Source: an optimization exercise on an open RTL-to-GDS flow (aim: small area). Production flows keep margins and buffers that such runs may drop.
In this exercise RTL edits were held to simulation tests only and were not proved equivalent to the original.
The clock port is modelled as an ideal driver; clocking choices that lean on that would not hold on a real chip.
Power figures rest on the tool's default switching activity, not on a simulated workload.

## uart_monitor_top
module uart_monitor_top #(
    parameter int CLK_BITS  = 10,
    parameter int STOP_BITS = 1
) (
    input  logic                    clk,
    input  logic                    rst,
    input  logic [CLK_BITS - 1 : 0] clk_per_bit,
    input  logic                    uart_rx,
    output logic                    uart_tx
);
    monitor_pkg::word_t mem_wdata;
    logic               mem_we;
    monitor_pkg::word_t mem_head;
    command_monitor command_monitor_i (
        .clk        (clk),
        .rst        (rst),
        .clk_per_bit(clk_per_bit),
        .rxd        (uart_rx),
        .txd        (uart_tx),
        .mem_wdata  (mem_wdata),
        .mem_we     (mem_we),
        .mem_head   (mem_head)
    );
    monitor_ram monitor_ram_i (
        .clk  (clk),
        .wdata(mem_wdata),
        .we   (mem_we),
        .head (mem_head)
    );
endmodule
Settings: LEC_CHECK=0, CAP_MARGIN=40, CORE_MARGIN=2, CORE_UTILIZATION=60, CTS_BUF_LIST=sky130_fd_sc_hd__clkbuf_8, CTS_CLUSTER_DIAMETER=40, CTS_CLUSTER_SIZE=20, SLEW_MARGIN=30; clock period 10.0 ns.
standard.sh (not shown) runs the stock make flow with config.mk's settings and CLKGATE_MAP_FILE= SYNTH_SCRIPT=/design/flow/synth_recipe.tcl, a recipe that flattens the netlist after the stock synthesis.
==> flow/flow/run.sh <==
#!/bin/bash
# The standard layout (standard.sh) with two changes to clock tree
# synthesis: no dummy loads, and flow/post_cts.tcl upsizes clock buffers
# whose loads would see too high a slew. ORFS output goes to standard.log.
export CTS_ARGS="-sink_clustering_enable -repair_clock_nets -sink_clustering_size 16 -sink_clustering_max_diameter 40 -buf_list sky130_fd_sc_hd__clkbuf_4 -dont_use_dummy_load"
export POST_CTS_TCL="$PWD/flow/post_cts.tcl"
bash standard.sh > standard.log 2>&1
==> flow/flow/post_cts.tcl <==
set target 0.118
set bigger [dict create \
  sky130_fd_sc_hd__clkbuf_1 sky130_fd_sc_hd__clkbuf_2 \
  sky130_fd_sc_hd__clkbuf_2 sky130_fd_sc_hd__clkbuf_4 \
  sky130_fd_sc_hd__clkbuf_4 sky130_fd_sc_hd__clkbuf_8 \
  sky130_fd_sc_hd__clkbuf_8 sky130_fd_sc_hd__clkbuf_16]
for {set iter 0} {$iter < 4} {incr iter} {
  estimate_parasitics -placement
  set fixed 0
  foreach inst [get_cells *] {
    set ref [get_property $inst ref_name]
    if {![dict exists $bigger $ref]} continue
    set w 0
    foreach opin [get_pins -of_objects $inst -filter "direction == output"] {
      foreach net [get_nets -of_objects $opin] {
        foreach p [get_pins -of_objects $net -filter "direction == input"] {
          set s [get_property $p slew_max]
          if {$s > $w} {set w $s}
        }
      }
    }
    if {$w > $target} {
      replace_cell $inst [dict get $bigger $ref]
      incr fixed
    }
  }
  puts "post_cts: iteration $iter upsized $fixed clock buffers"
  if {$fixed == 0} break
  detailed_placement
}
estimate_parasitics -placement
Change:
==> flow/flow/run.sh (replaced) <==
#!/bin/bash
export CTS_ARGS="-sink_clustering_enable -repair_clock_nets -sink_clustering_size 35 -sink_clustering_max_diameter 50 -sink_buffer_max_cap_derate 0.05 -buf_list sky130_fd_sc_hd__clkbuf_16 -dont_use_dummy_load"
bash standard.sh > standard.log 2>&1
removed: flow/flow/post_cts.tcl
Total power went up by 7.8%.
Area after synthesis stays the same.
Worst setup slack got worse by 0.028 ns.
Count of clock-buffer cells in the layout went down by 34.
Clock skew went up by 0.026 ns.
Design area went up by 2.2%.
Maximum frequency went down by 0.74%.
Clock power went up by 26%.
Wire length hardly moves.
Change:
==> flow/flow/run.sh (replaced) <==
#!/bin/bash
export CTS_ARGS="-sink_clustering_enable -repair_clock_nets -sink_clustering_size 12 -sink_clustering_max_diameter 30 -buf_list sky130_fd_sc_hd__clkbuf_4 -dont_use_dummy_load"
bash standard.sh > standard.log 2>&1
Effect:
- The changed run passed the timing, DRC and antenna checks
- via count climbs by a few percent
- sequential power stays flat
- sequential share of layout area climbs by 2.9 points
- final area drops by a few percent
- first-iteration DRC count drops by a few percent
- synthesized cell count does not change
- worst hold slack gets better by 0.0034 ns
- register-to-register slack gets better by 0.02 ns
- utilization drops by 2.1 points
- power drops by roughly a tenth
- worst setup slack gets worse by 0.21 ns

## what the ideal ports hide
No port has a modelled driver above. Below, the same layouts with a new extraction and two added sets of constraints. Step 1 assumes that a clkbuf_16 drives the clock port and a buf_2 every other input. Step 2 times the ports against the registers' clock, not the clock port: input delays grow and output delays shrink by t, the midpoint of the rising clock arrivals with the driver on. Three values: ideal, step 1, step 2; two values: the first two.
| run | t (ns) | slack for setup (ns) | worst hold slack (ns) | latest minus earliest clock arrival (ns) | worst register clock-pin slew, ns |
|---|---|---|---|---|---|
| the first run | 0.726 | 6.287 / 6.224 / 5.567 | 0.283 / 0.283 / 0.283 | 0.062 / 0.062 | 0.12 / 0.12 |
| the second run | 0.736 | 6.260 / 6.246 / 5.509 | 0.247 / 0.247 / 0.247 | 0.093 / 0.093 | 0.12 / 0.12 |
| the third run | 1.026 | 6.049 / 5.988 / 5.562 | 0.250 / 0.250 / 0.250 | 0.157 / 0.157 | 0.12 / 0.12 |
After both steps setup and hold are still met in every run listed. For the second run, which loses most, drivers alone change the setup slack by -0.014 ns; drivers and shift together by -0.751 ns.
